Source: an optimization exercise on an open RTL-to-GDS flow (aim: small area). Production flows keep margins and buffers that such runs may drop. Where RTL was checked, it was by simulation tests only, not by an equivalence proof against the original. Power is estimated from default activity; no workload was simulated.

==> module board_map, before the edit <==
module board_map (
    input  logic              clk,
    input  logic              rst_n,
    input  logic [3:0][9:0]   cols,
    input  logic [19:0]       rows,
    input  logic              land_en,
    input  logic              shift_en,
    input  logic [4:0]        shift_row,
    input  logic              clear_en,
    input  logic              board_ok,
    output logic              hit,
    output logic              full_found,
    output logic [4:0]        full_row,
    input  logic [4:0]        row_sel,
    output logic [9:0]        row_bits
);
    logic [19:0][9:0] fallen;
    logic [19:0]      row_hit;
    logic [19:0]      row_full;
    for (genvar r = 0; r < 20; r++) begin : g_row
        logic sh;
        assign sh = shift_en && shift_row == 5'(r);
        board_row i_row (
            .clk   (clk),
            .keep  (!sh && !clear_en),
            .pull  (r == 0 ? 1'b0 : sh),
            .put   (land_en & rows[r]),
            .in_box(rows[r]),
            .above (fallen[r == 0 ? 0 : r - 1]),
            .cols  (cols[r % 4]),
            .cells (fallen[r]),
            .hit   (row_hit[r]),
            .full  (row_full[r])
        );
    end
    assign hit = |row_hit;
    always_comb begin
        full_found = 1'b0;
        full_row   = '0;
        for (int r = 0; r < 20; r++) begin
            if (row_full[r]) begin
                full_found = 1'b1;
                full_row   = 5'(r);
            end
        end
    end
    logic [19:0] pick;
    always_comb begin
        for (int r = 0; r < 20; r++) begin
            pick[r] = row_sel == 5'(r) && board_ok;
        end
        row_bits = '0;
        for (int r = 0; r < 20; r++) begin
            row_bits = row_bits | ({10{pick[r]}} & fallen[r]);
        end
    end
endmodule
==> module tetris_core, before the edit <==
module tetris_core (
    input  logic        clk,
    input  logic        rst_n,
    input  logic [2:0]  cmd,
    input  logic        cmd_req,
    output logic        cmd_ack,
    input  logic [2:0]  next_piece,
    output logic        playing,
    output logic        game_over,
    output logic [15:0] score,
    output logic [2:0]  cur_piece,
    output logic [3:0]  piece_x,
    output logic [4:0]  piece_y,
    output logic [1:0]  piece_rot,
    input  logic [4:0]  row_sel,
    output logic [9:0]  row_bits
);
    localparam int GRAVITY_CYCLES = 3000;
    logic             score_clear;
    logic             score_incr;
    logic [3:0]       tst_pos_x;
    logic [4:0]       tst_pos_y;
    logic [1:0]       tst_rot;
    logic [3:0][9:0]  tst_cols;
    logic [19:0]      tst_rows;
    logic             hit;
    logic             land_en;
    logic             shift_en;
    logic [4:0]       shift_row;
    logic             clear_en;
    logic             board_ok;
    logic             full_found;
    logic [4:0]       full_row;
    game_ctrl #(
        .GRAVITY_CYCLES(GRAVITY_CYCLES)
    ) i_game_ctrl (
        .clk        (clk),
        .rst_n      (rst_n),
        .cmd        (cmd),
        .cmd_req    (cmd_req),
        .cmd_ack    (cmd_ack),
        .next_piece (next_piece),
        .tst_pos_x  (tst_pos_x),
        .tst_pos_y  (tst_pos_y),
        .tst_rot    (tst_rot),
        .hit        (hit),
        .land_en    (land_en),
        .shift_en   (shift_en),
        .shift_row  (shift_row),
        .board_ok   (board_ok),
        .clear_en   (clear_en),
        .full_found (full_found),
        .full_row   (full_row),
        .score_clear(score_clear),
        .score_incr (score_incr),
        .playing    (playing),
        .game_over  (game_over),
        .cur_piece  (cur_piece),
        .piece_x    (piece_x),
        .piece_y    (piece_y),
        .piece_rot  (piece_rot)
    );
    piece_shape i_tst_shape (
        .piece(cur_piece),
        .pos_x(tst_pos_x),
        .pos_y(tst_pos_y),
        .rot  (tst_rot),
        .cols (tst_cols),
        .rows (tst_rows)
    );
    board_map i_board_map (
        .clk       (clk),
        .rst_n     (rst_n),
        .cols      (tst_cols),
        .rows      (tst_rows),
        .land_en   (land_en),
        .shift_en  (shift_en),
        .shift_row (shift_row),
        .clear_en  (clear_en),
        .board_ok  (board_ok),
        .hit       (hit),
        .full_found(full_found),
        .full_row  (full_row),
        .row_sel   (row_sel),
        .row_bits  (row_bits)
    );
    score_counter i_score_counter (
        .clk  (clk),
        .rst_n(rst_n),
        .clear(score_clear),
        .incr (score_incr),
        .score(score)
    );
endmodule
==> flow/config.mk <==
export PLATFORM = sky130hd
export DESIGN_NAME = tetris_core
export DESIGN_NICKNAME = tetris_core
export VERILOG_FILES = /design/flow/design.v
export SDC_FILE = /design/flow/constraint.sdc
export NUM_CORES = 4
export LEC_CHECK = 0
export CAP_MARGIN = 20
export CELL_PAD_IN_SITES_DETAIL_PLACEMENT = 1
export CELL_PAD_IN_SITES_GLOBAL_PLACEMENT = 1
export CORE_MARGIN = 2
export CORE_UTILIZATION = 40
export GPL_TIMING_DRIVEN = 0
export SLEW_MARGIN = 20
==> flow/constraint.sdc <==
create_clock -name core_clock -period 10.0 [get_ports {clk}]
set_input_delay 2.0000 -clock core_clock [delete_from_list [all_inputs] [get_ports {clk}]]
set_output_delay 2.0000 -clock core_clock [all_outputs]
set_load 0.01 [all_outputs]
standard.sh (not shown) runs the stock make flow with config.mk's settings and CLKGATE_MAP_FILE= SYNTH_SCRIPT=/design/flow/synth_recipe.tcl, a recipe that flattens the netlist after the stock synthesis.
==> flow/flow/run.sh <==
#!/bin/bash
# Standard ORFS layout with an area-oriented ABC mapping (no adder
# extraction, no buffering or upsizing in ABC), small port buffers and a
# clock tree without dummy loads.
set -uo pipefail
here=$(pwd)
export FLOW_ABC_SCRIPT=$here/flow/area.script
bash standard.sh \
  SYNTH_SCRIPT=$here/flow/synth.tcl \
  ADDER_MAP_FILE= \
  "BUFFER_PORTS_ARGS=-buffer_cell sky130_fd_sc_hd__buf_1" \
  "CTS_ARGS=-sink_clustering_enable -repair_clock_nets -dont_use_dummy_load -buf_list sky130_fd_sc_hd__clkbuf_8 -sink_clustering_size 20 -sink_clustering_max_diameter 60" \
  finish > $here/orfs_make.log 2>&1
==> flow/flow/area.script <==
strash
dc2
resub -K 8
dc2
&get -n
&st
&dch
&nf -R 1000 -p -C 32
&put
==> flow/flow/synth.tcl <==
# synth_recipe.tcl with one change: the ABC mapping script is the area
# script beside this file instead of ORFS's speed script
proc synth {args} { yosys synth -nofsm -noshare {*}$args }
proc abc {args} {
  set i [lsearch -exact $args -script]
  if { $i >= 0 } {
    lset args [expr {$i + 1}] $::env(FLOW_ABC_SCRIPT)
  }
  yosys abc {*}$args
}
source $::env(SCRIPTS_DIR)/synth.tcl
# left out here: clear keep_hierarchy, flatten, clean up, hide names made inside functions, write 1_2_yosys.v
Change:
--- a/flow/design.v
+++ b/flow/design.v
@@ -105,12 +105,13 @@
     input  logic              land_en,
     input  logic              shift_en,
     input  logic [4:0]        shift_row,
     input  logic              clear_en,
     input  logic              board_ok,
     output logic              hit,
+    input  logic [4:0]        box_y,
     output logic              full_found,
     output logic [4:0]        full_row,
     input  logic [4:0]        row_sel,
     output logic [9:0]        row_bits
 );
     logic [19:0][9:0] fallen;
@@ -130,21 +131,26 @@
             .cells (fallen[r]),
             .hit   (row_hit[r]),
             .full  (row_full[r])
         );
     end
     assign hit = |row_hit;
+    logic [3:0] full_mod;
+    logic [3:0] full_at;
+    logic [1:0] full_dy;
     always_comb begin
-        full_found = 1'b0;
-        full_row   = '0;
+        full_mod = '0;
         for (int r = 0; r < 20; r++) begin
-            if (row_full[r]) begin
-                full_found = 1'b1;
-                full_row   = 5'(r);
-            end
+            full_mod[r % 4] = full_mod[r % 4] | (rows[r] & row_full[r]);
+        end
+        for (int d = 0; d < 4; d++) begin
+            full_at[d] = full_mod[2'(d) + box_y[1:0]];
         end
+        full_found = |full_at;
+        full_dy = full_at[3] ? 2'd3 : full_at[2] ? 2'd2 : full_at[1] ? 2'd1 : 2'd0;
+        full_row = box_y + 5'(full_dy);
     end
     logic [19:0] pick;
     always_comb begin
         for (int r = 0; r < 20; r++) begin
             pick[r] = row_sel == 5'(r) && board_ok;
         end
@@ -462,12 +468,13 @@
         .land_en   (land_en),
         .shift_en  (shift_en),
         .shift_row (shift_row),
         .clear_en  (clear_en),
         .board_ok  (board_ok),
         .hit       (hit),
+        .box_y     (piece_y),
         .full_found(full_found),
         .full_row  (full_row),
         .row_sel   (row_sel),
         .row_bits  (row_bits)
     );
     score_counter i_score_counter (
Global-route usage goes down by 2.9 points.
Register-to-register slack is worse by 0.02 ns.
Clock power goes down by 4.3%.
Wire length goes down by 6.4%.
Clock skew goes up by 0.044 ns.
Worst setup slack is worse by 0.0049 ns.
Final area goes up by 1.3%.
Sequential share of layout area goes down by 0.44 points.
Total power goes up by about 18%.
No functional check of the RTL was part of the second run of this note.

## re-timing with driven ports
The results above use ideal ports. As a check the final layouts listed here were re-extracted and re-timed, cells and wires unchanged.
Step 1, drivers: a clkbuf_16 drives clk and a buf_2 each remaining input, both assumed.
Step 2, shift: input delay + t, output delay - t, t = (earliest + latest rising clock arrival at the registers) / 2. This alone moves slack from input paths to output paths.
Three values: ideal, step 1, step 2; two values: the first two.
run	shift t [ns]	slack for setup (ns)	clock arrival spread, ns	slew at the worst register clock pin (ns)	worst data-port slew with drivers (ns)
the first run	0.675	0.655 / 0.683 / 0.008	0.083 / 0.082	0.12 / 0.12	0.03
the second run	0.662	0.650 / 0.678 / 0.015	0.123 / 0.123	0.12 / 0.12	0.04
After both steps setup and hold are still met in every run listed. The setup slack of the first run, which loses most, moves by +0.028 ns with the drivers and by -0.647 ns with both steps.
